This is an optimization exercise on Yosys and OpenROAD, whose aim is small area, not a production implementation. Function was checked by simulation only, so behaviour that the tests miss may differ from the original. Power figures rest on the tool's default switching activity, not on a simulated workload.

==> design.v <==
module mipsPipeline (
    input  logic        clk,
    input  logic        rst_n,
    output logic [29:0] iCacheAddr,
    input  logic [31:0] iCacheRdata,
    input  logic        iCacheStall,
    output logic        dCacheRen,
    output logic        dCacheWen,
    output logic [29:0] dCacheAddr,
    output logic [31:0] dCacheWdata,
    input  logic [31:0] dCacheRdata,
    input  logic        dCacheStall
);
    logic [4:0]  ph;         
    logic        clr;        
    logic [29:0] pc;         
    logic [28:0] ir;         
    logic        irW;        
    logic        exV;        
    logic        ctPend;     
    logic        ldPend;     
    logic        stPend;     
    logic        wbEn;       
    logic [4:0]  wd;         
    logic        cy;         
    logic        eq;         
    logic [31:0] d;          
    logic [31:0] a;          
    wire bnd = (ph == 5'd0);
    wire [4:0] j = ph - 5'd1;    
    wire [5:0] iop    = iCacheRdata[31:26];
    wire [2:0] icls;
    assign icls[2] = (iop == 6'h23) | (iop == 6'h2b) | (iop == 6'h04) | (iop == 6'h02);
    assign icls[1] = (iop == 6'h00) | (iop == 6'h08) | (iop == 6'h04) | (iop == 6'h02);
    assign icls[0] = (iop == 6'h08) | (iop == 6'h2b) | (iop == 6'h02);
    wire [2:0] cls    = ir[28:26];
    wire [5:0] fn     = ir[5:0];
    wire       isR    = (cls == 3'b010);
    wire       isAddi = (cls == 3'b011);
    wire       isLw   = (cls == 3'b100);
    wire       isSw   = (cls == 3'b101);
    wire       isBeq  = (cls == 3'b110);
    wire       isJ    = (cls == 3'b111);
    wire       isMem  = cls[2] & ~cls[1];
    wire       isCtrl = cls[2] & cls[1];
    wire       fSub   = isR & (fn == 6'h22);
    wire       fAnd   = isR & (fn == 6'h24);
    wire       fOr    = isR & (fn == 6'h25);
    wire       fSlt   = isR & (fn == 6'h2a);
    wire [4:0] rs     = ir[25:21];
    wire [4:0] rt     = ir[20:16];
    logic [31:0] tap;
    logic        wbAct;
    logic        wbit;
    assign tap[0] = 1'b0;
    logic [3:0] weLo;
    logic [7:0] weHi;
    always_comb begin
        for (int i = 0; i < 4; i++) weLo[i] = clr | (wbAct & (wd[1:0] == i));
        for (int i = 0; i < 8; i++) weHi[i] = clr | (wd[4:2] == i);
    end
    logic [3:0] weLo2;
    logic [7:0] weHi2;
    always_comb begin
        for (int i = 0; i < 4; i++) weLo2[i] = wbAct & (wd[1:0] == i);
        for (int i = 0; i < 8; i++) weHi2[i] = (wd[4:2] == i);
    end
    wire wbitC = wbit;
    genvar k;
    generate
        for (k = 1; k < 32; k++) begin : g_reg
            logic [31:0] r;
            wire we = weLo2[k % 4] & weHi2[k / 4];
            always_ff @(posedge clk) begin
                r <= {r[30:0], we ? wbitC : (r[31] & ~clr)};
            end
            assign tap[k] = r[0];
        end
    endgenerate
    wire rsb = tap[rs];
    wire rtb = tap[rt];
    wire [4:0] isel = (!isJ && j > 5'd15) ? 5'd15 : j;
    wire [31:0] irx = {6'b0, ir[25:0]};
    wire immb = irx[isel];
    wire [31:0] pcx = {2'b0, pc};
    wire pcb = pcx[j];
    wire sub  = fSub | fSlt;
    wire opA  = isCtrl ? pcb : rsb;
    wire opB  = (isJ ? 1'b0 : (isR ? rtb : immb)) ^ sub;
    wire cin  = (ph == 5'd1) ? sub : cy;
    wire sum  = opA ^ opB ^ cin;
    wire cout = (opA & opB) | (opA & cin) | (opB & cin);
    wire slt  = (rsb ^ rtb) ? rsb : sum;
    logic res;
    always_comb begin
        if (fAnd)                        res = rsb & rtb;
        else if (fOr)                    res = rsb | rtb;
        else if (fSlt)                   res = 1'b0;
        else if (isJ && j <= 5'd25)      res = immb;
        else                             res = sum;
    end
    wire dIn = isSw ? rtb : res;
    wire pend      = ldPend | stPend;
    assign dCacheRen   = bnd & ((exV & isLw) | ldPend) & ~dCacheStall;
    assign dCacheWen   = bnd & ((exV & isSw) | stPend) & ~dCacheStall;
    assign dCacheAddr  = {pend ? a[0] : sum, a[31:3]};
    assign dCacheWdata = {pend ? d[0] : rtb, d[31:1]};
    wire loadServe = dCacheRen;
    wire loadCap   = bnd & ((exV & isLw) | ldPend);    
    wire memBlock  = dCacheStall & ((exV & isMem) | pend);
    wire wbNow = (exV & (isR | isAddi)) | loadServe;
    assign wbAct = bnd ? wbNow : wbEn;
    always_comb begin
        if (bnd & loadServe)             wbit = dCacheRdata[0];
        else if (bnd & exV & fSlt)       wbit = slt;
        else                             wbit = d[1];
    end
    wire jumpNow = bnd & exV & (isJ | (isBeq & eq & (rsb ~^ rtb)));
    wire fetch = ~iCacheStall & ~irW & (~exV | bnd) & ~ctPend & ~jumpNow;
    wire start = bnd & (fetch | irW) & ~memBlock;
    wire ctUpd = ctPend & (ph == 5'd1) & ~iCacheStall;
    assign iCacheAddr = pc;
    always_ff @(posedge clk) begin
        if (!rst_n) begin
            ph     <= '0;
            clr    <= 1'b1;
            pc     <= '0;
            irW    <= 1'b0;
            exV    <= 1'b0;
            ctPend <= 1'b0;
            ldPend <= 1'b0;
            stPend <= 1'b0;
            wbEn   <= 1'b0;
        end else begin
            ph  <= ph + 5'd1;
            if (ph == 5'd31) clr <= 1'b0;
            if (fetch) pc <= pc + 30'd1;
            else if (ctUpd) pc <= d[29:0];
            irW <= (fetch | irW) & ~start;
            if (bnd) exV <= start;
            ctPend <= (jumpNow | ctPend) & ~ctUpd;
            ldPend <= (bnd & exV & isLw & dCacheStall) | (ldPend & ~(bnd & ~dCacheStall));
            stPend <= (bnd & exV & isSw & dCacheStall) | (stPend & ~(bnd & ~dCacheStall));
            if (bnd) wbEn <= wbNow;
        end
    end
    always_ff @(posedge clk) begin
        if (fetch) ir <= {icls, iCacheRdata[25:0]};
        cy <= cout;
        if (exV) eq <= ((ph == 5'd1) | eq) & (rsb ~^ rtb);
        if (exV && ph == 5'd31) wd <= isR ? ir[15:11] : ir[20:16];
        a <= {exV ? sum : a[0], a[31:1]};
        if (loadCap) d <= dCacheRdata;
        else d <= {exV ? dIn : d[0], d[31:1]};
    end
endmodule
==> flow/run.sh <==
#!/bin/bash
# Standard ORFS layout, with smaller port buffers and a clock tree without dummy loads.
set -euo pipefail
bash standard.sh \
  "BUFFER_PORTS_ARGS=-buffer_cell sky130_fd_sc_hd__buf_1" \
  "CTS_ARGS=-sink_clustering_enable -repair_clock_nets -dont_use_dummy_load -buf_list sky130_fd_sc_hd__clkbuf_8 -sink_clustering_size 18 -sink_clustering_max_diameter 60" \
  finish > orfs_make.log 2>&1
==> standard.sh <==
#!/bin/bash
# synth_recipe.tcl (not shown) runs the flow's synth.tcl, then flattens the netlist and writes it again
# the make line also repeats each setting of config.mk as NAME=value (left out here)
make -C /OpenROAD-flow-scripts/flow DESIGN_CONFIG=/design/flow/config.mk WORK_HOME=/design/flow/orfs CLKGATE_MAP_FILE= SYNTH_SCRIPT=/design/flow/synth_recipe.tcl "${@:-finish}"
==> config.mk <==
export PLATFORM = sky130hd
export DESIGN_NAME = mipsPipeline
export DESIGN_NICKNAME = mipsPipeline
export VERILOG_FILES = /design/flow/design.v
export SDC_FILE = /design/flow/constraint.sdc
export NUM_CORES = 4
export LEC_CHECK = 0
export CAP_MARGIN = 20
export CORE_MARGIN = 2
export CORE_UTILIZATION = 70
export SLEW_MARGIN = 20
==> constraint.sdc <==
create_clock -name core_clock -period 7.5 [get_ports {clk}]
set_input_delay 1.5000 -clock core_clock [delete_from_list [all_inputs] [get_ports {clk}]]
set_output_delay 1.5000 -clock core_clock [all_outputs]
set_load 0.01 [all_outputs]
==> metrics.cfg, run 1 <==
[clocking]
cts_buffers = 74
htree_num_levels = 3
clk_pin_slew_ns = 0.10
clk_latency_ns = 0.65
clockBufferDepth = 3
cts_resized = 0
clkSinkCount = 1134
cts-root-buf = clkbuf_8
cts_tree = done
cts-hold-fix-buffers = 0
postCtsSetupBuffers = 0

[detailed_routing]
drtPass1Iterations = 7
ant_nets = 0
dr.first_iter.drc_count = 818
finalWirelength_um = 45300
avgViaCountPerCell = 5.13
vias = 12500
wl_per_cell_um = 18.7
drc = 0

[yosys]
synthesis.nets = 1847
syn-cell-area_um2 = 27600
syn_area_per_cell_um2 = 15.6
synth_edf_count = 35
ys_top_cells_by_area = dfxtp_1 80%, edfxtp_1 3.8%, mux4_2 2.2%
netlist_instances = 1769
yosysSeqAreaShare_pct = 83.4
synth_top_area_cell = dfxtp_1
async_reset_ff_share_pct = 0
synth_top_area_share_pct = 79.6
yosysUniqueCellTypes = 67
ys_warn_count = 1
synth-seq-cells = 1134
synth_flop_cell = dfxtp_1

[worst_setup_path]
endpoint_kind = output pin
path_cells = inv_1 -> ha_1 -> inv_1 -> a41o_1 -> mux2i_1 -> o221ai_1 -> a221oi_1 -> a211oi_1 -> a221oi_1 -> fa_1 -> o21ai_0 -> buf_1
cp_slowest_cell = ha_1
arrival_ns = 4.56
reg2regPathDepth = 13
reg2reg_slack_ns = 2.52
required_ns = 6.00
slowest_delay_ns = 0.74
critPathKind = flop to output pin
worst_setup_path_start_kind = flop
r2r-end = pc[4]$_SDFFE_PN0P_
cp-startpoint = ph[1]$_SDFF_PN0_
cp_max_fo = 18
worstReg2RegStart = ir[16]$_DFFE_PP_

[timing]
fin_tns_setup_ns = 0
fin_skew_ns = 0.0654
period_share_pct = 80.7
slew_violations = 0
grt_setup_unrepaired = no
min_period_ns = 6.06
max_freq_ghz = 0.165
hold_violations = 0
setup_viol = 0
max_slew.worst_pin.slew_ns = 1.04
slew_headroom_pct = 30.8

[placed_design]
dpl_cell_area_um2 = 28300
place.gp.congestion = 0.799
place_inst = 2352
io_buffers = 161
dp_hpwl_um = 28600

[floorplanning]
die_w_um = 203
pin_count = 162
core_area_um2 = 38800
die-area_um2 = 41100
initial_core_util_pct = 71.2
dieHeight_um = 203
rows = 72

[finish]
area_delta_synth_final_pct = 6.19
layout_commonest_cell = dfxtp_1
post-route-util_pct = 75.6
final_cell_count_no_fill = 2426
drive_gt1_share_pct = 8.39
mostFrequentLayoutCells = 1,099 x dfxtp_1, 161 x buf_1, 74 x clkbuf_8, 73 x nand2_1, 53 x nor2_1
num_antenna_cells = 0
nets = 1988
post-route-cell-area_um2 = 29300

[grt]
grt_max_degree = 45
grt_usage_pct = 22.5
grt_pass1_vias = 12700
grt_overflow_total = 0
antenna_found_initial = 1
grt_pass1_wl_um = 70600

[worst_hold_path]
hold_depth = 0
hp-start = g_reg[7].r[13]$_DFF_P_
hold_class = flop to flop
min_to = g_reg[7].r[14]$_DFF_P_

[power_and_ir_drop]
power_leakage_nw = 11.2
power_density_nw_per_um2 = 319
ir_worst_vdd_uv = 222
total_power_mw = 9.35

[flow_run]
max_cap_violations = 0

[outcome]
status = no timing/DRC/antenna violations

cells by family after synthesis:
family | Yosys count | synth area share [%]
AO/OA/AOI/OAI | 143 | 3.56
XOR/XNOR | 6 | 0.190
adder cells (fa/ha/maj) | 11 | 0.516
buffers and inverters | 124 | 2.55
flip-flops | 1134 | 83.4
multiplexers | 107 | 5.28
AND/OR/NAND/NOR | 244 | 4.47
routing by layer:
metal	GRT usage, %	up-vias	wire length [um]
met5	0	-	0
met3	3.84	90	2060
met2	36.0	330	21400
met4	7.69	0	1190
met1	31.4	5975	20600
li1	-	6058	-
registers in the layout, indices dropped and copies added (netlist names):
signal and flops:
g.r 992, a 32, d 32, pc 30
ir 29, ph 5, wd 5, clr 1
ctPend 1, cy 1, eq 1, exV 1
irW 1, ldPend 1, stPend 1, wbEn 1
synthesized netlist by cell type, types with 7 or more instances:
library cell and number:
nor4_1 8, and2_1 14, a32oi_1 8, ha_1 9, clkbuf_1 33, a211oi_1 9
mux2_2 39, dfxtp_1 1099, a311oi_1 7, mux4_2 27, nor2b_1 12, mux2i_1 41
buf_4 63, nand3_1 19, nor2_1 53, nor3_1 14, nand3b_1 7, and3_1 15
edfxtp_1 35, o21ai_0 34, nand2_1 73, inv_1 20, a21oi_1 23, a21boi_0 16
layout make-up:
cell class / count / area, um^2
clock buffer: 74 / 1020
fill: 2173 / 9490
inverter: 21 / 78.8
multi-input combinational: 511 / 3890
sequential: 1134 / 23100
tap: 518 / 648
timing repair buffer: 168 / 657
how the worst max path moves through the flow:
| stage | depth (start not counted) | end | slack [ns] |
|---|---|---|---|
| CTS | 12 | dCacheAddr[29] | 1.43 |
| global placement | 12 | dCacheAddr[29] | 2.10 |
| floorplan | 13 | dCacheAddr[29] | 1.93 |
| global route | 12 | dCacheAddr[29] | 1.20 |
| detailed placement | 12 | dCacheAddr[29] | 2.09 |
| finish | 12 | dCacheAddr[29] | 1.44 |
stage by stage:
stage          hold WS (ns)  setup slack [ns]
2_1_floorplan         0.310              1.93
5_1_grt               0.308              1.20
3_5_place_dp          0.312              2.09
3_3_place_gp          0.310              2.10
4_1_cts               0.303              1.43
6_report              0.303              1.44
report_power, final:
part	leakage (nW)	total (mW)	internal (mW)	switching [mW]
Sequential	9.20	6.35	6.20	0.141
Clock	0.532	2.54	0.893	1.64
Combinational	1.48	0.466	0.198	0.268
worst max-delay path: cells and delay by family, from the launching register on:
kind,cells,cell delay (ns)
DFF,1,0.39
buffers and inverters,3,0.53
AOI/OAI and AO/OA,6,1.57
muxes,1,0.18
adders and majority gates,2,1.28
==> run 2: changes to the inputs <==
--- a/config.mk
+++ b/config.mk
@@ -9,3 +9,3 @@
 export CORE_MARGIN = 2
-export CORE_UTILIZATION = 70
+export CORE_UTILIZATION = 60
 export SLEW_MARGIN = 20
==> run 2 against run 1 <==
- still clean on timing, DRC and antenna
- critical path depth increased by 1
- via count fell by 1.8%
- non-clock buffer count did not move
- die area rose by 16%
- global-route usage is 4.9 points lower
- hold slack got worse by 0.027 ns
- core utilization fell by 11 points
- flip-flop and latch count is the same
- critical path type unchanged
==> metrics.cfg, run 2 <==
[outcome]
status = no timing/DRC/antenna violations  ; unchanged

[timing]
max_slew.worst_pin.slew_ns = 0.980  ; was 1.04 ns
slew_headroom_pct = 34.6  ; was 30.8%
min_period_ns = 6.63  ; was 6.06 ns
grt_setup_unrepaired = no  ; unchanged
fin_skew_ns = 0.0998  ; was 0.0654 ns
max_freq_ghz = 0.151  ; was 0.165 GHz
period_share_pct = 88.4  ; was 80.7%
fin_tns_setup_ns = 0  ; unchanged
hold_slack_ns = 0.276  ; was 0.303 ns
setup_viol = 0  ; unchanged
slew_violations = 0  ; unchanged
hold_violations = 0  ; unchanged

[placed_design]
place.gp.congestion = 0.821  ; was 0.799
dpl_cell_area_um2 = 28400  ; was 28,300 um^2
io_buffers = 161  ; unchanged
place_inst = 2434  ; was 2,352
dp_hpwl_um = 25900  ; was 28,600 um

[detailed_routing]
wl_per_cell_um = 16.3  ; was 18.7 um
vias = 12200  ; was 12,500
finalWirelength_um = 40800  ; was 45,300 um
avgViaCountPerCell = 4.88  ; was 5.13
ant_nets = 0  ; unchanged
dr.first_iter.drc_count = 757  ; was 818
drtPass1Iterations = 6  ; was 7
drc = 0  ; unchanged

[grt]
grt_pass1_vias = 12200  ; was 12,700
grt_pass1_wl_um = 65000  ; was 70,600 um
grt_overflow_total = 0  ; unchanged
grt_usage_pct = 17.5  ; was 22.5%
antenna_found_initial = 1  ; unchanged
grt_max_degree = 46  ; was 45

[yosys]
synth_top_area_cell = dfxtp_1  ; unchanged
ys_warn_count = 1  ; unchanged
syn_area_per_cell_um2 = 15.6  ; unchanged
synth_edf_count = 35  ; unchanged
yosysSeqAreaShare_pct = 83.4  ; unchanged
netlist_instances = 1769  ; unchanged
netlist_top_cells_count = 1,099 x dfxtp_1, 73 x nand2_1, 63 x buf_4, 53 x nor2_1, 41 x mux2i_1  ; unchanged
synth_flop_cell = dfxtp_1  ; unchanged
synth_top_area_share_pct = 79.6  ; unchanged
yosysUniqueCellTypes = 67  ; unchanged
async_reset_ff_share_pct = 0  ; unchanged
synthesis.nets = 1847  ; unchanged
syn-cell-area_um2 = 27600  ; unchanged
synth.most_common_cell = dfxtp_1  ; unchanged
synth-seq-cells = 1134  ; unchanged
ys_top_cells_by_area = dfxtp_1 80%, edfxtp_1 3.8%, mux4_2 2.2%  ; unchanged

[power_and_ir_drop]
combinationalPowerShare_pct = 5.0  ; about the same
power_leakage_nw = 11.2  ; about the same
power_density_nw_per_um2 = 317  ; was 319 nW/um^2
p_int_mw = 7.29  ; was 7.30 mW
clock_power_share_pct = 26.9  ; was 27.1%
swShare_pct = 21.7  ; was 22.0%
p_switching_mw = 2.02  ; was 2.05 mW
pwr-share-seq_pct = 68.1  ; was 67.9%
ir_worst_vdd_uv = 234  ; was 222 uV

[finish]
area_delta_synth_final_pct = 6.54  ; was 6.19%
regMostFlops = g.r  ; unchanged
final_cell_count_no_fill = 2508  ; was 2,426
post-route-cell-area_um2 = 29400  ; was 29,300 um^2
multi_input_area_um2 = 3880  ; was 3890 um^2
largest_register_ffs = 992  ; unchanged
post-route-util_pct = 64.9  ; was 75.6%
mostFrequentLayoutCells = 1,099 x dfxtp_1, 161 x buf_1, 74 x clkbuf_8, 73 x nand2_1, 53 x nor2_1  ; unchanged
regArea_um2 = 23100  ; unchanged
top_regs = g.r (992), a (32), d (32)  ; unchanged
nFillCells = 3304  ; was 2,173
layout_commonest_cell = dfxtp_1  ; unchanged
nets = 1988  ; unchanged
num_antenna_cells = 0  ; unchanged
drive_gt1_share_pct = 8.44  ; was 8.39%

[worst_setup_path]
critPathKind = flop to output pin  ; unchanged
endpoint_kind = output pin  ; unchanged
required_ns = 6.00  ; about the same
worst_setup_path_start_kind = flop  ; unchanged
worstReg2RegStart = ir[16]$_DFFE_PP_  ; unchanged
cp_max_fo = 30  ; was 18
arrival_ns = 5.13  ; was 4.56 ns
cp-startpoint = ph[0]$_SDFF_PN0_  ; was ph[1]$_SDFF_PN0_

[clocking]
clk_pin_slew_ns = 0.10  ; about the same
cts-hold-fix-buffers = 0  ; unchanged
clkSinkCount = 1134  ; unchanged
clk_latency_ns = 0.68  ; was 0.65 ns
postCtsSetupBuffers = 0  ; unchanged
cts_tree = done  ; unchanged
cts_resized = 0  ; unchanged
cts-root-buf = clkbuf_8  ; unchanged
clockBufferDepth = 3  ; unchanged
htree_num_levels = 3  ; unchanged
cts_buffers = 74  ; unchanged

[worst_hold_path]
hp-start = g_reg[30].r[30]$_DFF_P_  ; was g_reg[7].r[13]$_DFF_P_
hold_class = flop to flop  ; unchanged

[floorplanning]
rows = 78  ; was 72
die_w_um = 219  ; was 203 um
dieHeight_um = 219  ; was 203 um
pin_count = 162  ; unchanged
initial_core_util_pct = 60.9  ; was 71.2%
die-area_um2 = 47800  ; was 41,100 um^2
core_area_um2 = 45400  ; was 38,800 um^2

[flow_run]
max_cap_violations = 0  ; unchanged

[run 2: cell types whose count changed in the layout (fill, tap and decap cells not counted)]
cell     before  now
o21ai_1       0    1
o21ai_0      34   33
o21ai_2       0    1
and3b_2       0    1
and3b_1       3    2
o21ai_4       1    0
[run 2: area by class of cell]
type / instances / area share (%)
multi-input cells: 511 / 13.2
inverters: 21 / 0.268
clock buffers: 74 / 3.46
repair buffers: 168 / 2.23
flip-flops and latches: 1134 / 78.3
well taps: 600 / 2.55
[run 2: cells by family after synthesis]
kind of cell | synth area share, %
AO/OA/AOI/OAI | 3.56
buffers and inverters | 2.55
flip-flops | 83.4
XOR/XNOR | 0.190
AND/OR/NAND/NOR | 4.47
adder cells (fa/ha/maj) | 0.516
multiplexers | 5.28
[run 2: power groups by stage]
stage | Sequential (mW) | Combinational [mW] | Clock (mW)
after floorplan | 6.41 | 0.479 | 0
after global placement | 6.48 | 0.468 | 0
after detailed placement | 6.49 | 0.469 | 0
after CTS | 6.35 | 0.472 | 2.62
after global routing | 6.37 | 0.514 | 2.84
final | 6.34 | 0.468 | 2.51
[run 2: path summary, 6_finish.rpt]
| path | endpoint | slack (ns) | depth (start not counted) |
|---|---|---|---|
| worst max-delay path | dCacheAddr[29] | 0.87 | 13 |
| worst min-delay path | g_reg[30].r[31]$_DFF_P_ | 0.28 | 0 |
| worst max register to register | pc[22]$_SDFFE_PN0P_ | 2.26 | 13 |
| worst min register to register | g_reg[30].r[31]$_DFF_P_ | 0.28 | 0 |
[run 2: layer usage]
layer	GRT usage, %	up-vias	part of all wire [%]
li1	-	6058	-
met1	26.2	5851	51
met2	25.0	252	42
met3	4.24	72	4.5
met4	6.24	2	2.8
met5	0	-	0.032
[run 2: metrics by stage]
stage,worst slack [ns],power [mW]
after floorplan,1.93,6.89
after global placement,1.61,6.95
after detailed placement,1.58,6.96
after CTS,0.859,9.44
after global routing,0.549,9.73
final,0.873,9.32
[run 2: worst max-delay path, stage by stage, from the launching register on]
cell	delay, ns
dfxtp_1	0.32
buf_4	0.35
inv_1	0.22
ha_1	0.79
inv_1	0.25
a41o_1	0.35
mux2i_1	0.19
o221ai_1	0.15
a221oi_1	0.31
a211oi_1	0.13
a221oi_1	0.39
fa_1	0.54
o21ai_0	0.30
buf_1	0.20
==> run 3: changes to the inputs <==
--- a/design.v
+++ b/design.v
@@ -87,4 +87,5 @@
     wire sub  = fSub | fSlt;
-    wire opA  = isCtrl ? pcb : rsb;
-    wire opB  = (isJ ? 1'b0 : (isR ? rtb : immb)) ^ sub;
+    wire jLow = (j <= 5'd25);
+    wire opA  = isCtrl ? (pcb & ~(isJ & jLow)) : rsb;
+    wire opB  = (isJ ? (jLow & immb) : (isR ? rtb : immb)) ^ sub;
     wire cin  = (ph == 5'd1) ? sub : cy;
@@ -98,3 +99,2 @@
         else if (fSlt)                   res = 1'b0;
-        else if (isJ && j <= 5'd25)      res = immb;
         else                             res = sum;
@@ -120,4 +120,10 @@
     wire start = bnd & (fetch | irW) & ~memBlock;
-    wire ctUpd = ctPend & (ph == 5'd1) & ~iCacheStall;
+    wire ctUpd = ctPend & (ph == 5'd1) & ~iCacheStall & ~clr;
     assign iCacheAddr = pc;
+    logic [30:0] pcT;
+    always_comb begin
+        pcT[0] = fetch;
+        for (int i = 0; i < 30; i++) pcT[i+1] = pcT[i] & pc[i];
+    end
+    always_ff @(posedge clk) pc <= ctUpd ? d[29:0] : pc ^ pcT[29:0];
     always_ff @(posedge clk) begin
@@ -126,6 +132,5 @@
             clr    <= 1'b1;
-            pc     <= '0;
             irW    <= 1'b0;
             exV    <= 1'b0;
-            ctPend <= 1'b0;
+            ctPend <= 1'b1;
             ldPend <= 1'b0;
@@ -136,4 +141,2 @@
             if (ph == 5'd31) clr <= 1'b0;
-            if (fetch) pc <= pc + 30'd1;
-            else if (ctUpd) pc <= d[29:0];
             irW <= (fetch | irW) & ~start;
@@ -153,3 +156,3 @@
         if (loadCap) d <= dCacheRdata;
-        else d <= {exV ? dIn : d[0], d[31:1]};
+        else d <= {clr ? 1'b0 : exV ? dIn : d[0], d[31:1]};
     end
==> run 3 against run 2 <==
- still clean
- die area is 1.0% lower
- synthesized cell count is 6.0% lower
- highest routed layer unchanged
- maximum frequency is 9.9% lower
- clock power hardly changed
- critical endpoint is now pc[28]$_DFF_P_
- largest cell class unchanged
==> metrics.cfg, run 3 <==
[outcome]
status = no timing/DRC/antenna violations  ; unchanged

[floorplanning]
core_area_um2 = 45200  ; was 45,400 um^2
dieHeight_um = 217  ; was 219 um
initial_core_util_pct = 60.5  ; was 60.9%
rows = 78  ; unchanged
die_w_um = 217  ; was 219 um
die-area_um2 = 47300  ; was 47,800 um^2
pin_count = 162  ; unchanged

[clocking]
clk_pin_slew_ns = 0.10  ; about the same
cts_tree = done  ; unchanged
cts-hold-fix-buffers = 0  ; unchanged
clockBufferDepth = 3  ; unchanged
htree_num_levels = 3  ; unchanged
clk_latency_ns = 0.66  ; was 0.68 ns
cts_buffers = 75  ; was 74
cts-root-buf = clkbuf_8  ; unchanged
clkSinkCount = 1134  ; unchanged

[yosys]
yosysSeqAreaShare_pct = 84.3  ; was 83.4%
netlist_top_cells_count = 1,099 x dfxtp_1, 69 x mux2_2, 64 x buf_4, 55 x nor2_1, 50 x nand2_1  ; was 1,099 x dfxtp_1, 73 x nand2_1, 63 x buf_4, 53 x nor2_1, 41 x mux2i_1
ys_warn_count = 1  ; unchanged
syn_area_per_cell_um2 = 16.5  ; was 15.6 um^2
synth_top_area_cell = dfxtp_1  ; unchanged
async_reset_ff_share_pct = 0  ; unchanged
synth_flop_cell = dfxtp_1  ; unchanged
syn-cell-area_um2 = 27300  ; was 27,600 um^2
ys_top_cells_by_area = dfxtp_1 80%, edfxtp_1 3.8%, mux2_2 2.8%  ; was dfxtp_1 80%, edfxtp_1 3.8%, mux4_2 2.2%
netlist_instances = 1662  ; was 1,769
synth.most_common_cell = dfxtp_1  ; unchanged
synth_edf_count = 35  ; unchanged
synth-seq-cells = 1134  ; unchanged
synth_top_area_share_pct = 80.5  ; was 79.6%
synthesis.nets = 1768  ; was 1,847
yosysUniqueCellTypes = 58  ; was 67

[finish]
area_delta_synth_final_pct = 8.48  ; was 6.54%
largest_register_ffs = 992  ; unchanged
layout_commonest_cell = dfxtp_1  ; unchanged
drive_gt1_share_pct = 12.7  ; was 8.44%
mostFrequentLayoutCells = 1,099 x dfxtp_1, 161 x buf_1, 75 x clkbuf_8, 68 x mux2_2, 54 x nor2_1  ; was 1,099 x dfxtp_1, 161 x buf_1, 74 x clkbuf_8, 73 x nand2_1, 53 x nor2_1
multi_input_area_um2 = 4050  ; was 3880 um^2
nets = 1927  ; was 1,988
regMostFlops = g.r  ; unchanged
num_antenna_cells = 0  ; unchanged
nFillCells = 3214  ; was 3,304
regArea_um2 = 23100  ; unchanged
top_regs = g.r (992), a (32), d (32)  ; unchanged
final_cell_count_no_fill = 2419  ; was 2,508

[detailed_routing]
wl_per_cell_um = 16.3  ; about the same
drc = 0  ; unchanged
finalWirelength_um = 39400  ; was 40,800 um
vias = 11500  ; was 12,200
avgViaCountPerCell = 4.75  ; was 4.88
drtPass1Iterations = 7  ; was 6
dr.first_iter.drc_count = 680  ; was 757
ant_nets = 0  ; unchanged

[grt]
grt-busiest-layer = met1  ; unchanged
grt_util_met3_pct = 4.81  ; was 4.24%
grt_usage_pct = 17.2  ; was 17.5%
met1_usage_pct = 25.0  ; was 26.2%
grt_use_met2_pct = 25.0  ; about the same
grt_max_degree = 37  ; was 46
grt_overflow_total = 0  ; unchanged
grt_pass1_vias = 11500  ; was 12,200
antenna_found_initial = 2  ; was 1
grt_pass1_wl_um = 62200  ; was 65,000 um

[placed_design]
dp_hpwl_um = 25700  ; was 25,900 um
io_buffers = 161  ; unchanged
place.gp.congestion = 0.857  ; was 0.821
place_inst = 2342  ; was 2,434
place_ws_ns = 0.00867  ; was 1.58 ns

[worst_setup_path]
cp_slowest_cell = mux4_2  ; was ha_1
cp_max_fo = 10  ; was 30
required_ns = 8.03  ; was 6.00 ns
endpoint_kind = flop  ; was output pin
slowest_delay_ns = 0.52  ; was 0.79 ns
critPathBufInv = 2  ; was 4
critPathKind = flop to flop  ; was flop to output pin
reg2regPathDepth = 39  ; was 13
r2r-end = pc[28]$_DFF_P_  ; was pc[22]$_SDFFE_PN0P_
arrival_ns = 7.88  ; was 5.13 ns
cp_top_family = adder cells  ; was compound AO/OA/AOI/OAI gates
worst_setup_path_start_kind = flop  ; unchanged
reg2reg_slack_ns = 0.14  ; was 2.26 ns
cp_common_cell = ha_4
worstReg2RegStart = ir[21]$_DFFE_PP_  ; was ir[16]$_DFFE_PP_

[power_and_ir_drop]
power_leakage_nw = 11.4  ; was 11.2 nW
p_int_mw = 7.00  ; was 7.29 mW
power_density_nw_per_um2 = 293  ; was 317 nW/um^2
pwr-share-seq_pct = 69.7  ; was 68.1%
swShare_pct = 19.4  ; was 21.7%
combinationalPowerShare_pct = 1.4  ; was 5.0%
p_switching_mw = 1.69  ; was 2.02 mW
total_power_mw = 8.69  ; was 9.32 mW
clock_power_share_pct = 28.9  ; was 26.9%
ir_worst_vdd_uv = 236  ; was 234 uV

[timing]
slew_violations = 0  ; unchanged
min_period_ns = 7.36  ; was 6.63 ns
fin_skew_ns = 0.0556  ; was 0.0998 ns
hold_violations = 0  ; unchanged
slew_headroom_pct = 37.4  ; was 34.6%
max_freq_ghz = 0.136  ; was 0.151 GHz
period_share_pct = 98.1  ; was 88.4%
grt_setup_unrepaired = yes  ; was no
max_slew.worst_pin.slew_ns = 0.932  ; was 0.980 ns
setup_slack_ns = 0.144  ; was 0.873 ns
setup_viol = 0  ; unchanged

[worst_hold_path]
min_to = g_reg[22].r[3]$_DFF_P_  ; was g_reg[30].r[31]$_DFF_P_
hp-start = g_reg[22].r[2]$_DFF_P_  ; was g_reg[30].r[30]$_DFF_P_
hold_class = flop to flop  ; unchanged
hold_depth = 0  ; unchanged

[flow_run]
max_cap_violations = 0  ; unchanged

[run 3: worst reg2reg max path: cells and delay by family, from the launching register on]
family | cells | cell delay, ns
DFF | 1 | 0.39
muxes | 4 | 1.49
AOI/OAI and AO/OA | 3 | 0.32
adders and majority gates | 30 | 4.77
buffers and inverters | 2 | 0.21
[run 3: cell type report]
cell class,instances,share of cell area [%]
Timing Repair Buffer,174,2.41
Inverter,15,0.190
Multi-Input combinational cell,421,13.7
Clock buffer,75,3.48
Tap cell,600,2.53
Sequential cell,1134,77.7
[run 3: worst max-delay path by stage]
stage	cells after the start	slack, ns	to	startpoint
global route	39	-0.07	pc[28]$_DFF_P_	ir[21]$_DFFE_PP_
finish	39	0.14	pc[28]$_DFF_P_	ir[21]$_DFFE_PP_
floorplan	39	-0.09	pc[28]$_DFF_P_	ir[21]$_DFFE_PP_
CTS	39	0.02	pc[28]$_DFF_P_	ir[21]$_DFFE_PP_
global placement	39	0.13	pc[28]$_DFF_P_	ir[21]$_DFFE_PP_
detailed placement	39	0.009	pc[28]$_DFF_P_	ir[21]$_DFFE_PP_
[run 3: metrics by stage]
| stage | area, um^2 | TNS, ns | hold slack (ns) | util (%) |
|---|---|---|---|---|
| 2_1_floorplan | 27700 | -0.0853 | 0.310 | - |
| 3_3_place_gp | 28600 | 0 | 0.310 | 63.2 |
| 3_5_place_dp | 28600 | 0 | 0.312 | 63.2 |
| 4_1_cts | 29600 | 0 | 0.290 | 65.6 |
| 5_1_grt | 29700 | -0.0732 | 0.282 | 65.6 |
| 6_report | 29700 | 0 | 0.297 | 65.6 |
[run 3: power groups by stage]
stage	Clock, mW	Sequential (mW)	Combinational, mW
floorplan	0	6.20	0.0757
global route	2.85	6.06	0.129
global placement	0	6.20	0.119
finish	2.51	6.06	0.119
CTS	2.63	6.06	0.119
detailed placement	0	6.20	0.119
[run 3: kinds of logic after synthesis]
group / Yosys count / synth area share (%)
adders and majority gates: 39 / 1.80
and+or+nand+nor: 176 / 3.20
xor gates and xnor gates: 8 / 0.256
buffers and inverters: 107 / 2.38
muxes: 136 / 6.50
AOI/OAI and AO/OA: 62 / 1.54
DFF: 1134 / 84.3
[run 3: metal layers]
layer,routed length (um),up-vias
met5,14,-
met2,16700,258
met3,2120,82
met1,19500,5504
li1,-,5656
met4,1080,2
[run 3: what timing repair did]
item,in CTS,in global routing
gates resized for setup,1,4
cloned,0,0
setup endpoints to repair,1,2
pin swaps,1,1
buffers inserted,0,2
==> run 4: changes to the inputs <==
--- a/design.v
+++ b/design.v
@@ -118,4 +118,4 @@
     wire jumpNow = bnd & exV & (isJ | (isBeq & eq & (rsb ~^ rtb)));
-    wire fetch = ~iCacheStall & ~irW & (~exV | bnd) & ~ctPend & ~jumpNow;
-    wire start = bnd & (fetch | irW) & ~memBlock;
+    wire fetch = ~iCacheStall & ~irW & (~exV | bnd) & ~ctPend;
+    wire start = bnd & (fetch | irW) & ~memBlock & ~jumpNow;
     wire ctUpd = ctPend & (ph == 5'd1) & ~iCacheStall & ~clr;
@@ -141,3 +141,3 @@
             if (ph == 5'd31) clr <= 1'b0;
-            irW <= (fetch | irW) & ~start;
+            irW <= (fetch | irW) & ~start & ~jumpNow;
             if (bnd) exV <= start;
==> run 4 against run 3 <==
- largest cell class unchanged
- cell count grew 0.17%
- global-route usage decreased by 0.20 points
- setup slack gained 0.51 ns
- still clean on timing, DRC and antenna
==> metrics.cfg, run 4 <==
[finish]
post-route-util_pct = 64.7  ; was 65.6%
nets = 1931  ; was 1,927
top_regs = g.r (992), a (32), d (32)  ; unchanged
mostFrequentLayoutCells = 1,099 x dfxtp_1, 161 x buf_1, 75 x clkbuf_8, 68 x mux2_2, 63 x nand2_1  ; was 1,099 x dfxtp_1, 161 x buf_1, 75 x clkbuf_8, 68 x mux2_2, 54 x nor2_1
largest_register_ffs = 992  ; unchanged
layout_commonest_cell = dfxtp_1  ; unchanged
num_antenna_cells = 0  ; unchanged
drive_gt1_share_pct = 9.98  ; was 12.7%
area_delta_synth_final_pct = 6.92  ; was 8.48%
regMostFlops = g.r  ; unchanged

[placed_design]
place.gp.congestion = 0.791  ; was 0.857
place_ws_ns = 0.0525  ; was 0.00867 ns
io_buffers = 161  ; unchanged
dp_hpwl_um = 25100  ; was 25,700 um

[worst_setup_path]
endpoint_kind = flop  ; unchanged
critPathBufInv = 1  ; was 2
r2r-end = pc[28]$_DFF_P_  ; unchanged
cp_top_family = adder cells  ; unchanged
worst_setup_path_start_kind = flop  ; unchanged
reg2regPathDepth = 34  ; was 39
arrival_ns = 7.39  ; was 7.88 ns
reg2reg_slack_ns = 0.66  ; was 0.14 ns
cp-startpoint = ph[1]$_SDFF_PN0_  ; was ir[21]$_DFFE_PP_
cp_max_fo = 10  ; unchanged
critPathKind = flop to flop  ; unchanged
required_ns = 8.04  ; was 8.03 ns
slowest_delay_ns = 0.40  ; was 0.52 ns
worstReg2RegStart = ph[1]$_SDFF_PN0_  ; was ir[21]$_DFFE_PP_
cp_common_cell = ha_1  ; was ha_4
cp_slowest_cell = dfxtp_1  ; was mux4_2

[floorplanning]
core_area_um2 = 45200  ; unchanged
die_w_um = 217  ; about the same
die-area_um2 = 47300  ; about the same
rows = 78  ; unchanged
initial_core_util_pct = 60.5  ; about the same
dieHeight_um = 217  ; about the same
pin_count = 162  ; unchanged

[timing]
fin_skew_ns = 0.0625  ; was 0.0556 ns
slew_violations = 0  ; unchanged
max_slew.worst_pin.slew_ns = 0.952  ; was 0.932 ns
grt_setup_unrepaired = no  ; was yes
setup_slack_ns = 0.658  ; was 0.144 ns
min_period_ns = 6.84  ; was 7.36 ns
hold_slack_ns = 0.256  ; was 0.297 ns
setup_viol = 0  ; unchanged
fin_tns_setup_ns = 0  ; unchanged
period_share_pct = 91.2  ; was 98.1%
slew_headroom_pct = 36.2  ; was 37.4%
max_freq_ghz = 0.146  ; was 0.136 GHz
hold_violations = 0  ; unchanged

[detailed_routing]
finalWirelength_um = 38700  ; was 39,400 um
avgViaCountPerCell = 4.71  ; was 4.75
drc = 0  ; unchanged
drtPass1Iterations = 5  ; was 7
dr.first_iter.drc_count = 569  ; was 680
vias = 11400  ; was 11,500
ant_nets = 0  ; unchanged
wl_per_cell_um = 16.0  ; was 16.3 um

[clocking]
postCtsSetupBuffers = 0  ; unchanged
clk_pin_slew_ns = 0.11  ; was 0.10 ns
cts_tree = done  ; unchanged
clkSinkCount = 1134  ; unchanged
cts-hold-fix-buffers = 0  ; unchanged
htree_num_levels = 3  ; unchanged
clk_latency_ns = 0.67  ; was 0.66 ns
clockBufferDepth = 3  ; unchanged
cts-root-buf = clkbuf_8  ; unchanged
cts_buffers = 75  ; unchanged
cts_resized = 0  ; was 1

[grt]
grt_max_degree = 35  ; was 37
antenna_found_initial = 0  ; was 2
grt_usage_pct = 17.0  ; was 17.2%
grt_pass1_wl_um = 62100  ; was 62,200 um
grt_pass1_vias = 11500  ; about the same
grt_overflow_total = 0  ; unchanged

[worst_hold_path]
hp-start = g_reg[18].r[10]$_DFF_P_  ; was g_reg[22].r[2]$_DFF_P_
min_to = g_reg[18].r[11]$_DFF_P_  ; was g_reg[22].r[3]$_DFF_P_
hold_class = flop to flop  ; unchanged
hold_depth = 0  ; unchanged

[power_and_ir_drop]
power_density_nw_per_um2 = 298  ; was 293 nW/um^2
power_leakage_nw = 11.5  ; was 11.4 nW
ir_worst_vdd_uv = 206  ; was 236 uV

[yosys]
yosysSeqAreaShare_pct = 84.3  ; about the same
ys_top_cells_by_area = dfxtp_1 80%, edfxtp_1 3.8%, mux2_2 2.8%  ; unchanged
synth_flop_cell = dfxtp_1  ; unchanged
async_reset_ff_share_pct = 0  ; unchanged
syn_area_per_cell_um2 = 16.3  ; was 16.5 um^2
synth_edf_count = 35  ; unchanged
netlist_top_cells_count = 1,099 x dfxtp_1, 68 x mux2_2, 64 x buf_4, 63 x nand2_1, 41 x mux2i_1  ; was 1,099 x dfxtp_1, 69 x mux2_2, 64 x buf_4, 55 x nor2_1, 50 x nand2_1
synth_top_area_share_pct = 80.5  ; about the same
netlist_instances = 1673  ; was 1,662
syn-cell-area_um2 = 27300  ; about the same
synth.most_common_cell = dfxtp_1  ; unchanged
synth-seq-cells = 1134  ; unchanged
synth_top_area_cell = dfxtp_1  ; unchanged
yosysUniqueCellTypes = 57  ; was 58
synthesis.nets = 1779  ; was 1,768
ys_warn_count = 1  ; unchanged

[flow_run]
max_cap_violations = 0  ; unchanged

[outcome]
status = no timing/DRC/antenna violations  ; unchanged

==> run 4: cell count changes after synthesis, sizes merged, moves of 4 or more <==
cell | previous run | this run
or3 | 6 | 0
nand2 | 50 | 63
nor3 | 7 | 15
a21oi | 14 | 26
nor2 | 55 | 36
nor3b | 5 | 9
or3b | 4 | 0
nand3 | 8 | 13
nand3b | 8 | 2
==> run 4: layer usage <==
layer	global-route usage [%]	wire, um	up-vias
li1	-	-	5683
met1	23.1	18500	5402
met2	25.6	16800	240
met3	5.22	2230	81
met4	6.74	1170	0
met5	0	0	-
==> run 4: power breakdown <==
group	internal, mW	switching [mW]	total (mW)
clock network	0.903	1.62	2.52
registers	6.05	0.00489	6.05
logic	0.0496	0.0724	0.122
==> run 4: cells by family after synthesis <==
logic type	count (synthesis)	share of synthesized area (%)
flops	1134	84.3
simple gates	174	3.13
mux	134	6.33
buf+inv	107	2.38
compound gates	78	1.82
fa+ha+maj	39	1.80
xor+xnor	7	0.224
==> run 4: cell type report <==
cell class,count,area [um^2]
multi-input combinational,432,3670
timing repair buffer,167,669
sequential,1134,23100
tap,600,751
inverter,15,56.3
clock buffer,75,1030
fill,3334,16000
==> run 4: worst max-delay path by stage <==
stage	end	slack, ns	cells after the start
3_3_place_gp	pc[28]$_DFF_P_	0.09	32
6_report	pc[28]$_DFF_P_	0.66	34
2_1_floorplan	pc[28]$_DFF_P_	0.02	37
5_1_grt	pc[28]$_DFF_P_	0.23	34
3_5_place_dp	pc[28]$_DFF_P_	0.05	32
4_1_cts	pc[28]$_DFF_P_	0.62	34
==> run 4: worst reg2reg max path, delay by kind of cell (launching register included) <==
family | cells | cell delay, ns
fa+ha+maj | 30 | 5.55
flops | 1 | 0.40
simple gates | 1 | 0.36
mux | 1 | 0.25
buf+inv | 1 | 0.13
compound gates | 1 | 0.12
==> run 4: metrics by stage <==
stage / cells / instance area, um^2 / power, mW
3_3_place_gp: 2347 / 28200 / 6.32
3_5_place_dp: 2347 / 28200 / 6.32
5_1_grt: 2423 / 29200 / 9.04
2_1_floorplan: 1673 / 27400 / 6.27
4_1_cts: 2422 / 29200 / 8.82
6_report: 2423 / 29200 / 8.70
==> run 5: changes to the inputs <==
==> flow/run.sh (replaced) <==
#!/bin/bash
# Standard ORFS layout, with smaller port buffers and a clock tree without dummy loads.
set -euo pipefail
bash standard.sh \
  "BUFFER_PORTS_ARGS=-buffer_cell sky130_fd_sc_hd__buf_1" \
  "CTS_ARGS=-sink_clustering_enable -repair_clock_nets -dont_use_dummy_load -buf_list sky130_fd_sc_hd__clkbuf_8 -sink_clustering_size 20 -sink_clustering_max_diameter 60" \
  finish > orfs_make.log 2>&1
==> run 5 against run 4 <==
- clock-buffer cell count shrank 6
- die area is the same
- critical endpoint unchanged
- total power is 0.93% lower
- combinational power barely moved
- clock skew rose by 0.0081 ns
- critical path type unchanged
- still clean
- synthesized area did not move
- non-clock buffer count stayed put
==> metrics.cfg, run 5 <==
[outcome]
status = no timing/DRC/antenna violations  ; unchanged

[finish]
regMostFlops = g.r  ; unchanged
area_delta_synth_final_pct = 6.61  ; was 6.92%
drive_gt1_share_pct = 9.69  ; was 9.98%
mostFrequentLayoutCells = 1,099 x dfxtp_1, 161 x buf_1, 69 x clkbuf_8, 68 x mux2_2, 63 x nand2_1  ; was 1,099 x dfxtp_1, 161 x buf_1, 75 x clkbuf_8, 68 x mux2_2, 63 x nand2_1
multi_input_area_um2 = 3670  ; unchanged
layout_commonest_cell = dfxtp_1  ; unchanged
largest_register_ffs = 992  ; unchanged
regArea_um2 = 23100  ; unchanged
nets = 1925  ; was 1,931
top_regs = g.r (992), a (32), d (32)  ; unchanged
nFillCells = 3325  ; was 3,334
num_antenna_cells = 0  ; unchanged

[clocking]
postCtsSetupBuffers = 0  ; unchanged
clk_pin_slew_ns = 0.11  ; about the same
cts-root-buf = clkbuf_8  ; unchanged
cts_tree = done  ; unchanged
clockBufferDepth = 3  ; unchanged
clk_latency_ns = 0.67  ; about the same
cts_resized = 0  ; unchanged
cts-hold-fix-buffers = 0  ; unchanged
clkSinkCount = 1134  ; unchanged
htree_num_levels = 3  ; unchanged
cts_buffers = 69  ; was 75

[timing]
min_period_ns = 6.86  ; was 6.84 ns
fin_tns_setup_ns = 0  ; unchanged
hold_slack_ns = 0.294  ; was 0.256 ns
max_freq_ghz = 0.146  ; about the same
grt_setup_unrepaired = no  ; unchanged
slew_violations = 0  ; unchanged
max_slew.worst_pin.slew_ns = 0.935  ; was 0.952 ns
fin_skew_ns = 0.0706  ; was 0.0625 ns
slew_headroom_pct = 37.3  ; was 36.2%
period_share_pct = 91.4  ; was 91.2%
setup_viol = 0  ; unchanged
hold_violations = 0  ; unchanged

[placed_design]
dp_hpwl_um = 25100  ; unchanged
place.gp.congestion = 0.791  ; unchanged
io_buffers = 161  ; unchanged

[worst_hold_path]
hp-start = g_reg[9].r[3]$_DFF_P_  ; was g_reg[18].r[10]$_DFF_P_
hold_class = flop to flop  ; unchanged

[yosys]
ys_warn_count = 1  ; unchanged
yosysSeqAreaShare_pct = 84.3  ; unchanged
netlist_instances = 1673  ; unchanged
synth_flop_cell = dfxtp_1  ; unchanged
synth_top_area_share_pct = 80.5  ; unchanged
synthesis.nets = 1779  ; unchanged
synth_top_area_cell = dfxtp_1  ; unchanged
netlist_top_cells_count = 1,099 x dfxtp_1, 68 x mux2_2, 64 x buf_4, 63 x nand2_1, 41 x mux2i_1  ; unchanged
synth-seq-cells = 1134  ; unchanged
syn-cell-area_um2 = 27300  ; unchanged
synth_edf_count = 35  ; unchanged
synth.most_common_cell = dfxtp_1  ; unchanged
async_reset_ff_share_pct = 0  ; unchanged
ys_top_cells_by_area = dfxtp_1 80%, edfxtp_1 3.8%, mux2_2 2.8%  ; unchanged
yosysUniqueCellTypes = 57  ; unchanged
syn_area_per_cell_um2 = 16.3  ; unchanged

[floorplanning]
initial_core_util_pct = 60.5  ; unchanged
die-area_um2 = 47300  ; unchanged
core_area_um2 = 45200  ; unchanged
die_w_um = 217  ; unchanged
dieHeight_um = 217  ; unchanged
pin_count = 162  ; unchanged
rows = 78  ; unchanged

[worst_setup_path]
critPathKind = flop to flop  ; unchanged
cp_max_fo = 10  ; unchanged
worstReg2RegStart = ph[1]$_SDFF_PN0_  ; unchanged
cp-startpoint = ph[1]$_SDFF_PN0_  ; unchanged
worst_setup_path_start_kind = flop  ; unchanged
cp_common_cell = ha_1  ; unchanged
slowest_delay_ns = 0.40  ; about the same
arrival_ns = 7.40  ; was 7.39 ns
endpoint_kind = flop  ; unchanged
required_ns = 8.04  ; about the same
cp_slowest_cell = dfxtp_1  ; unchanged

[grt]
grt_pass1_wl_um = 61900  ; was 62,100 um
antenna_found_initial = 0  ; unchanged
grt_pass1_vias = 11500  ; about the same
grt_overflow_total = 0  ; unchanged
grt_usage_pct = 16.9  ; was 17.0%
grt_max_degree = 35  ; unchanged

[detailed_routing]
drtPass1Iterations = 5  ; unchanged
dr.first_iter.drc_count = 517  ; was 569
vias = 11400  ; about the same
avgViaCountPerCell = 4.72  ; was 4.71
ant_nets = 0  ; unchanged
finalWirelength_um = 38700  ; about the same
drc = 0  ; unchanged
wl_per_cell_um = 16.0  ; about the same

[flow_run]
max_cap_violations = 0  ; unchanged

[power_and_ir_drop]
ir_worst_vdd_uv = 185  ; was 206 uV
power_density_nw_per_um2 = 296  ; was 298 nW/um^2
power_leakage_nw = 11.5  ; about the same
total_power_mw = 8.62  ; was 8.70 mW

-- run 5: cell counts after synthesis --
No cell type changed its count.
-- run 5: power breakdown --
part / internal, mW / total [mW] / leakage [nW] / switching, mW
sequential: 6.05 / 6.06 / 9.16 / 0.00491
clock: 0.835 / 2.44 / 0.496 / 1.61
combinational: 0.0496 / 0.122 / 1.85 / 0.0726
-- run 5: worst paths after layout --
path                                               to  cells after the start  slack, ns
worst max register to register         pc[28]$_DFF_P_                     34       0.64
worst max-delay path                   pc[28]$_DFF_P_                     34       0.64
worst min register to register  g_reg[9].r[4]$_DFF_P_                      0       0.29
worst min-delay path            g_reg[9].r[4]$_DFF_P_                      0       0.29
-- run 5: layout make-up --
type	count	area share (%)
tap	600	2.58
timing repair buffer	167	2.30
multi-input combinational	432	12.6
sequential	1134	79.1
inverter	15	0.193
clock buffer	69	3.26
-- run 5: per-layer routing --
metal  GRT usage, %  share of wire [%]  vias up  wire length [um]
met5              0                  0        -                 0
met4           6.89                2.4        0               940
met3           4.88                6.5       60              2520
met2           25.2                 43      247             16700
met1           23.4                 48     5435             18500
li1               -                  -     5673                 -
-- run 5: critical path: cells and delay by family, from the launching register on --
| family | cells | cell delay (ns) |
|---|---|---|
| flops | 1 | 0.40 |
| mux | 1 | 0.25 |
| compound gates | 1 | 0.12 |
| fa+ha+maj | 30 | 5.55 |
| simple gates | 1 | 0.35 |
| buf+inv | 1 | 0.13 |
-- run 5: cell families after synthesis --
kind of cell	share of synthesized area [%]
adder cells (fa/ha/maj)	1.80
AO/OA/AOI/OAI	1.82
AND/OR/NAND/NOR	3.13
buffers and inverters	2.38
multiplexers	6.33
XOR/XNOR	0.224
flip-flops	84.3
-- run 5: stage by stage --
| stage | cell area, um^2 | setup WS (ns) | instances | utilization, % |
|---|---|---|---|---|
| final | 29100 | 0.644 | 2417 | 64.5 |
| after global routing | 29100 | 0.235 | 2417 | 64.5 |
| after CTS | 29100 | 0.603 | 2416 | 64.4 |
| after detailed placement | 28200 | 0.0525 | 2347 | 62.3 |
| after global placement | 28200 | 0.0889 | 2347 | 62.3 |
| after floorplan | 27400 | 0.0165 | 1673 | - |
==> run 6: changes to the inputs <==
--- a/design.v
+++ b/design.v
@@ -58,12 +58,5 @@
     always_comb begin
-        for (int i = 0; i < 4; i++) weLo[i] = clr | (wbAct & (wd[1:0] == i));
-        for (int i = 0; i < 8; i++) weHi[i] = clr | (wd[4:2] == i);
+        for (int i = 0; i < 4; i++) weLo[i] = wbAct & (wd[1:0] == i);
+        for (int i = 0; i < 8; i++) weHi[i] = (wd[4:2] == i);
     end
-    logic [3:0] weLo2;
-    logic [7:0] weHi2;
-    always_comb begin
-        for (int i = 0; i < 4; i++) weLo2[i] = wbAct & (wd[1:0] == i);
-        for (int i = 0; i < 8; i++) weHi2[i] = (wd[4:2] == i);
-    end
-    wire wbitC = wbit;
     genvar k;
@@ -72,5 +65,5 @@
             logic [31:0] r;
-            wire we = weLo2[k % 4] & weHi2[k / 4];
+            wire we = weLo[k % 4] & weHi[k / 4];
             always_ff @(posedge clk) begin
-                r <= {r[30:0], we ? wbitC : (r[31] & ~clr)};
+                r <= {r[30:0], we ? wbit : (r[31] & ~clr)};
             end
==> run 6 against run 5 <==
- clock-buffer cell count is the same
- first-iteration DRC count decreased by 15%
- largest cell class unchanged
- maximum frequency rose by 0.20%
==> metrics.cfg, run 6 <==
[finish]
nFillCells = 3395  ; was 3,325
multi_input_area_um2 = 3730  ; was 3670 um^2
top_regs = g.r (992), a (32), d (32)  ; unchanged
regMostFlops = g.r  ; unchanged
final_cell_count_no_fill = 2434  ; was 2,417
drive_gt1_share_pct = 9.77  ; was 9.69%
mostFrequentLayoutCells = 1,099 x dfxtp_1, 161 x buf_1, 84 x nand2_1, 74 x mux2_2, 69 x clkbuf_8  ; was 1,099 x dfxtp_1, 161 x buf_1, 69 x clkbuf_8, 68 x mux2_2, 63 x nand2_1
regArea_um2 = 23100  ; unchanged
largest_register_ffs = 992  ; unchanged
post-route-cell-area_um2 = 29200  ; was 29,100 um^2
post-route-util_pct = 64.4  ; was 64.5%
area_delta_synth_final_pct = 6.40  ; was 6.61%
nets = 1940  ; was 1,925
layout_commonest_cell = dfxtp_1  ; unchanged

[power_and_ir_drop]
ir_worst_vdd_uv = 208  ; was 185 uV
power_density_nw_per_um2 = 295  ; was 296 nW/um^2
power_leakage_nw = 11.7  ; was 11.5 nW

[worst_setup_path]
endpoint_kind = flop  ; unchanged
worstReg2RegStart = ph[1]$_SDFF_PN0_  ; unchanged
cp_slowest_cell = ha_1  ; was dfxtp_1
slowest_delay_ns = 0.26  ; was 0.40 ns
arrival_ns = 7.37  ; was 7.40 ns
required_ns = 8.02  ; was 8.04 ns
critPathKind = input pin to flop  ; was flop to flop
reg2regPathDepth = 34  ; unchanged
cp_common_cell = ha_1  ; unchanged
reg2reg_slack_ns = 0.72  ; was 0.64 ns
cp_max_fo = 2  ; was 10
r2r-end = pc[28]$_DFF_P_  ; unchanged
worst_setup_path_start_kind = input pin  ; was flop

[floorplanning]
rows = 78  ; unchanged
initial_core_util_pct = 60.6  ; was 60.5%
core_area_um2 = 45300  ; was 45,200 um^2
die-area_um2 = 47400  ; was 47,300 um^2
pin_count = 162  ; unchanged
die_w_um = 218  ; was 217 um
dieHeight_um = 218  ; was 217 um

[placed_design]
place.gp.congestion = 0.794  ; was 0.791
dp_hpwl_um = 24900  ; was 25,100 um
place_inst = 2363  ; was 2,347
dpl_cell_area_um2 = 28200  ; about the same
io_buffers = 161  ; unchanged

[grt]
grt_pass1_vias = 11300  ; was 11,500
grt_overflow_total = 0  ; unchanged
grt_pass1_wl_um = 60700  ; was 61,900 um
grt_max_degree = 34  ; was 35
antenna_found_initial = 5  ; was 0
grt_usage_pct = 16.5  ; was 16.9%

[yosys]
synth_edf_count = 35  ; unchanged
async_reset_ff_share_pct = 0  ; unchanged
netlist_top_cells_count = 1,099 x dfxtp_1, 84 x nand2_1, 74 x mux2_2, 61 x buf_4, 45 x mux2i_1  ; was 1,099 x dfxtp_1, 68 x mux2_2, 64 x buf_4, 63 x nand2_1, 41 x mux2i_1
yosysUniqueCellTypes = 63  ; was 57
yosysSeqAreaShare_pct = 84.1  ; was 84.3%
synth.most_common_cell = dfxtp_1  ; unchanged
synth_flop_cell = dfxtp_1  ; unchanged
synth_top_area_cell = dfxtp_1  ; unchanged
netlist_instances = 1692  ; was 1,673
syn_area_per_cell_um2 = 16.2  ; was 16.3 um^2
ys_top_cells_by_area = dfxtp_1 80%, edfxtp_1 3.8%, mux2_2 3.0%  ; was dfxtp_1 80%, edfxtp_1 3.8%, mux2_2 2.8%
ys_warn_count = 1  ; unchanged
synth_top_area_share_pct = 80.2  ; was 80.5%
synth-seq-cells = 1134  ; unchanged
synthesis.nets = 1798  ; was 1,779
syn-cell-area_um2 = 27400  ; was 27,300 um^2

[clocking]
cts_buffers = 69  ; unchanged
clockBufferDepth = 3  ; unchanged
cts-root-buf = clkbuf_8  ; unchanged
clk_latency_ns = 0.67  ; about the same
cts_resized = 0  ; unchanged
clkSinkCount = 1134  ; unchanged
clk_pin_slew_ns = 0.11  ; about the same
htree_num_levels = 3  ; unchanged
cts-hold-fix-buffers = 0  ; unchanged
postCtsSetupBuffers = 0  ; unchanged
cts_tree = done  ; unchanged

[timing]
slew_violations = 0  ; unchanged
max_slew.worst_pin.slew_ns = 0.972  ; was 0.935 ns
setup_viol = 0  ; unchanged
fin_skew_ns = 0.110  ; was 0.0706 ns
period_share_pct = 91.2  ; was 91.4%
hold_violations = 0  ; unchanged
max_freq_ghz = 0.146  ; about the same
min_period_ns = 6.84  ; was 6.86 ns
fin_tns_setup_ns = 0  ; unchanged
grt_setup_unrepaired = no  ; unchanged
hold_slack_ns = 0.292  ; was 0.294 ns
slew_headroom_pct = 35.2  ; was 37.3%

[detailed_routing]
drc = 0  ; unchanged
finalWirelength_um = 38300  ; was 38,700 um
drtPass1Iterations = 5  ; unchanged
dr.first_iter.drc_count = 439  ; was 517
vias = 11400  ; about the same
avgViaCountPerCell = 4.69  ; was 4.72
wl_per_cell_um = 15.7  ; was 16.0 um
ant_nets = 0  ; unchanged

[worst_hold_path]
hold_depth = 0  ; unchanged
min_to = g_reg[14].r[2]$_DFF_P_  ; was g_reg[9].r[4]$_DFF_P_
hold_class = flop to flop  ; unchanged
hp-start = g_reg[14].r[1]$_DFF_P_  ; was g_reg[9].r[3]$_DFF_P_

[outcome]
status = no timing/DRC/antenna violations  ; unchanged

[flow_run]
max_cap_violations = 0  ; unchanged

[run 6: how the worst max path moves through the flow]
stage                      from              to  slack (ns)  depth (start not counted)
5_1_grt        ph[1]$_SDFF_PN0_  pc[28]$_DFF_P_        0.37                         34
3_5_place_dp        iCacheStall  pc[28]$_DFF_P_        0.02                         32
4_1_cts             iCacheStall  pc[28]$_DFF_P_        0.67                         32
2_1_floorplan       iCacheStall  pc[28]$_DFF_P_        0.35                         31
3_3_place_gp        iCacheStall  pc[28]$_DFF_P_        0.06                         32
6_report            iCacheStall  pc[28]$_DFF_P_        0.66                         32
[run 6: metal layers]
metal	vias to the layer above	wire length [um]	track usage [%]
met5	-	37	0
li1	5720	-	-
met4	6	897	5.44
met2	223	16500	24.8
met3	79	2250	5.40
met1	5382	18600	22.8
[run 6: power by group]
part	switching [mW]	internal, mW	leakage (nW)	total (mW)
combinational	0.0750	0.0510	2.02	0.126
sequential	0.00559	6.05	9.16	6.06
clock	1.60	0.835	0.496	2.43
total	1.68	6.94	11.7	8.62
[run 6: final cells by class]
class | count | share of cell area [%]
Inverter | 13 | 0.167
Timing Repair Buffer | 167 | 2.23
Multi-Input combinational cell | 449 | 12.8
Sequential cell | 1134 | 79.0
Clock buffer | 69 | 3.25
Tap cell | 600 | 2.57
Antenna cell | 2 | 0.0172
[run 6: metrics by stage]
step	power (mW)	setup WS (ns)
finish	8.62	0.658
global route	8.96	0.375
CTS	8.72	0.667
detailed placement	6.32	0.0187
global placement	6.32	0.0617
floorplan	6.28	0.346
[run 6: cells by family (layout without fill, tap and decap cells)]
family                   Yosys count  count (layout)  synth area share [%]
other                              0               2                     0
AND/OR/NAND/NOR                  182             182                  3.25
buffers and inverters            109             249                  2.48
AO/OA/AOI/OAI                     81              81                  1.88
adder cells (fa/ha/maj)           39              39                  1.80
multiplexers                     139             139                  6.29
flip-flops                      1134            1134                  84.1
XOR/XNOR                           8               8                 0.255
[run 6: worst max-delay path: cells and delay by family]
kind            cells  cell delay [ns]
compound gates      1             0.07
buf+inv             1             0.17
mux                 1             0.26
fa+ha+maj          29             5.39
==> run 7: changes to the inputs <==
==> flow/run.sh (replaced) <==
#!/bin/bash
# Standard ORFS layout, with smaller port buffers and a clock tree without dummy loads.
set -euo pipefail
bash standard.sh \
  "BUFFER_PORTS_ARGS=-buffer_cell sky130_fd_sc_hd__buf_1" \
  "CTS_ARGS=-sink_clustering_enable -repair_clock_nets -dont_use_dummy_load -buf_list sky130_fd_sc_hd__clkbuf_8 -sink_clustering_size 22 -sink_clustering_max_diameter 60" \
  finish > orfs_make.log 2>&1
==> run 7 against run 6 <==
- maximum frequency is 0.25% higher
- critical endpoint unchanged
- clock power is 5% lower
- via count is 0.48% lower
- largest power group unchanged
- wire length is 0.36% lower
- register-to-register slack hardly changed
- combinational power hardly changed
- design area is 0.42% lower
- clock-buffer cell count is 9 lower
- clock skew is 0.0059 ns higher
- die area stayed put
==> metrics.cfg, run 7 <==
[yosys]
syn_area_per_cell_um2 = 16.2  ; unchanged
synth_top_area_cell = dfxtp_1  ; unchanged
netlist_top_cells_count = 1,099 x dfxtp_1, 84 x nand2_1, 74 x mux2_2, 61 x buf_4, 45 x mux2i_1  ; unchanged
syn-cell-area_um2 = 27400  ; unchanged
yosysUniqueCellTypes = 63  ; unchanged
yosysSeqAreaShare_pct = 84.1  ; unchanged
netlist_instances = 1692  ; unchanged
synth_top_area_share_pct = 80.2  ; unchanged
async_reset_ff_share_pct = 0  ; unchanged
synth_edf_count = 35  ; unchanged
synth.most_common_cell = dfxtp_1  ; unchanged
ys_warn_count = 1  ; unchanged
synth-seq-cells = 1134  ; unchanged
synth_flop_cell = dfxtp_1  ; unchanged
ys_top_cells_by_area = dfxtp_1 80%, edfxtp_1 3.8%, mux2_2 3.0%  ; unchanged
synthesis.nets = 1798  ; unchanged

[finish]
top_regs = g.r (992), a (32), d (32)  ; unchanged
final_cell_count_no_fill = 2426  ; was 2,434
nFillCells = 3411  ; was 3,395
layout_commonest_cell = dfxtp_1  ; unchanged
drive_gt1_share_pct = 9.33  ; was 9.77%
area_delta_synth_final_pct = 5.96  ; was 6.40%
mostFrequentLayoutCells = 1,099 x dfxtp_1, 161 x buf_1, 84 x nand2_1, 74 x mux2_2, 60 x clkbuf_8  ; was 1,099 x dfxtp_1, 161 x buf_1, 84 x nand2_1, 74 x mux2_2, 69 x clkbuf_8
multi_input_area_um2 = 3730  ; unchanged
regMostFlops = g.r  ; unchanged
nets = 1931  ; was 1,940
largest_register_ffs = 992  ; unchanged
regArea_um2 = 23100  ; unchanged

[timing]
grt_setup_unrepaired = no  ; unchanged
period_share_pct = 91.0  ; was 91.2%
fin_skew_ns = 0.116  ; was 0.110 ns
hold_violations = 0  ; unchanged
max_slew.worst_pin.slew_ns = 0.985  ; was 0.972 ns
fin_tns_setup_ns = 0  ; unchanged
slew_headroom_pct = 34.3  ; was 35.2%
slew_violations = 0  ; unchanged
setup_viol = 0  ; unchanged
min_period_ns = 6.82  ; was 6.84 ns
max_freq_ghz = 0.147  ; was 0.146 GHz

[worst_setup_path]
cp_top_family = adder cells  ; unchanged
endpoint_kind = flop  ; unchanged
arrival_ns = 7.37  ; about the same
cp_max_fo = 2  ; unchanged
worst_setup_path_start_kind = input pin  ; unchanged
slowest_delay_ns = 0.26  ; about the same
critPathKind = input pin to flop  ; unchanged
cp_common_cell = ha_1  ; unchanged
required_ns = 8.04  ; was 8.02 ns
cp_slowest_cell = ha_1  ; unchanged
critPathBufInv = 1  ; unchanged

[clocking]
clk_pin_slew_ns = 0.11  ; about the same
cts_resized = 0  ; unchanged
clockBufferDepth = 3  ; unchanged
clkSinkCount = 1134  ; unchanged
cts_tree = done  ; unchanged
clk_latency_ns = 0.71  ; was 0.67 ns
cts-hold-fix-buffers = 0  ; unchanged
cts_buffers = 60  ; was 69
htree_num_levels = 2  ; was 3
postCtsSetupBuffers = 0  ; unchanged
cts-root-buf = clkbuf_8  ; unchanged

[grt]
grt_max_degree = 34  ; unchanged
grt_pass1_wl_um = 60500  ; was 60,700 um
antenna_found_initial = 5  ; unchanged
grt_pass1_vias = 11200  ; was 11,300
grt_overflow_total = 0  ; unchanged
grt_usage_pct = 16.4  ; was 16.5%

[floorplanning]
die-area_um2 = 47400  ; unchanged
rows = 78  ; unchanged
core_area_um2 = 45300  ; unchanged
initial_core_util_pct = 60.6  ; unchanged
dieHeight_um = 218  ; unchanged
die_w_um = 218  ; unchanged
pin_count = 162  ; unchanged

[worst_hold_path]
hold_class = flop to flop  ; unchanged

[power_and_ir_drop]
power_leakage_nw = 11.6  ; was 11.7 nW
ir_worst_vdd_uv = 235  ; was 208 uV
power_density_nw_per_um2 = 292  ; was 295 nW/um^2
total_power_mw = 8.48  ; was 8.62 mW

[outcome]
status = no timing/DRC/antenna violations  ; unchanged

[detailed_routing]
wl_per_cell_um = 15.7  ; about the same
dr.first_iter.drc_count = 433  ; was 439
avgViaCountPerCell = 4.68  ; was 4.69
drc = 0  ; unchanged
ant_nets = 0  ; unchanged
vias = 11400  ; about the same
finalWirelength_um = 38200  ; was 38,300 um
drtPass1Iterations = 4  ; was 5

[placed_design]
io_buffers = 161  ; unchanged
dp_hpwl_um = 24900  ; unchanged
place.gp.congestion = 0.794  ; unchanged
place_inst = 2363  ; unchanged

[flow_run]
max_cap_violations = 0  ; unchanged

-- run 7: cell counts after synthesis --
No cell type changed its count.
-- run 7: routing by layer --
| metal | vias up | GRT usage [%] | share of wire (%) |
|---|---|---|---|
| li1 | 5699 | - | - |
| met1 | 5333 | 22.9 | 48 |
| met2 | 243 | 24.7 | 43 |
| met3 | 76 | 4.55 | 6.0 |
| met4 | 4 | 6.01 | 2.6 |
| met5 | - | 0 | 0.071 |
-- run 7: worst paths after layout --
check | start | endpoint | slack, ns | cells past startpoint
worst max-delay path | iCacheStall | pc[28]$_DFF_P_ | 0.68 | 32
worst min register to register | g_reg[2].r[2]$_DFF_P_ | g_reg[2].r[3]$_DFF_P_ | 0.29 | 0
worst max register to register | ph[1]$_SDFF_PN0_ | pc[28]$_DFF_P_ | 0.71 | 34
worst min-delay path | g_reg[2].r[2]$_DFF_P_ | g_reg[2].r[3]$_DFF_P_ | 0.29 | 0
-- run 7: final cells by class --
class | count | share of cell area, %
antenna | 3 | 0.0258
clock buffer | 60 | 2.84
inverter | 13 | 0.168
multi-input combinational | 449 | 12.8
sequential | 1134 | 79.3
tap | 600 | 2.58
timing repair buffer | 167 | 2.23
-- run 7: report_power, final --
part / internal [mW] / switching (mW)
Combinational: 0.0510 / 0.0751
Sequential: 6.05 / 0.00565
Clock: 0.721 / 1.58
Total: 6.83 / 1.66
-- run 7: stage by stage --
step                      hold slack [ns]  setup slack [ns]  instance area, um^2  utilization [%]
after global routing                0.282             0.376                29100             64.2
after global placement              0.310            0.0617                28200             62.3
after floorplan                     0.310             0.346                27400                -
final                               0.291             0.675                29100             64.2
after detailed placement            0.312            0.0187                28200             62.3
after CTS                           0.282             0.673                29000             64.1
-- run 7: kinds of logic (layout without fill, tap and decap cells) --
group | Yosys count | after routing | share of synthesized area [%]
buffers and inverters | 109 | 240 | 2.48
AO/OA/AOI/OAI | 81 | 81 | 1.88
multiplexers | 139 | 139 | 6.29
XOR/XNOR | 8 | 8 | 0.255
adder cells (fa/ha/maj) | 39 | 39 | 1.80
other | 0 | 3 | 0
AND/OR/NAND/NOR | 182 | 182 | 3.25
flip-flops | 1134 | 1134 | 84.1

[afterwards: timing with drivers on the ports]
The results above use ideal ports. As a check the final layouts listed here were re-extracted and re-timed, cells and wires unchanged.
Step 1, drivers: a clkbuf_16 drives clk and a buf_2 each remaining input, both assumed.
Step 2 also shifts input and output timing later by t, the mid clock arrival at the registers, as if the neighbouring blocks saw the same clock.
Three values: ideal, step 1, step 2; two values: the first two.
| run | t, ns | setup slack, ns |
|---|---|---|
| run 1 | 0.678 | 1.444 / 1.388 / 2.066 |
| run 2 | 0.684 | 0.873 / 0.820 / 1.504 |
| run 3 | 0.691 | 0.144 / 0.144 / 0.144 |
| run 4 | 0.677 | 0.658 / 0.658 / 0.073 |
| run 5 | 0.684 | 0.644 / 0.644 / 0.060 |
| run 6 | 0.673 | 0.658 / 0.669 / -0.004 |
| run 7 | 0.705 | 0.675 / 0.686 / -0.019 |
Met with ideal ports but missed after step 2: setup timing in run 6 and run 7.
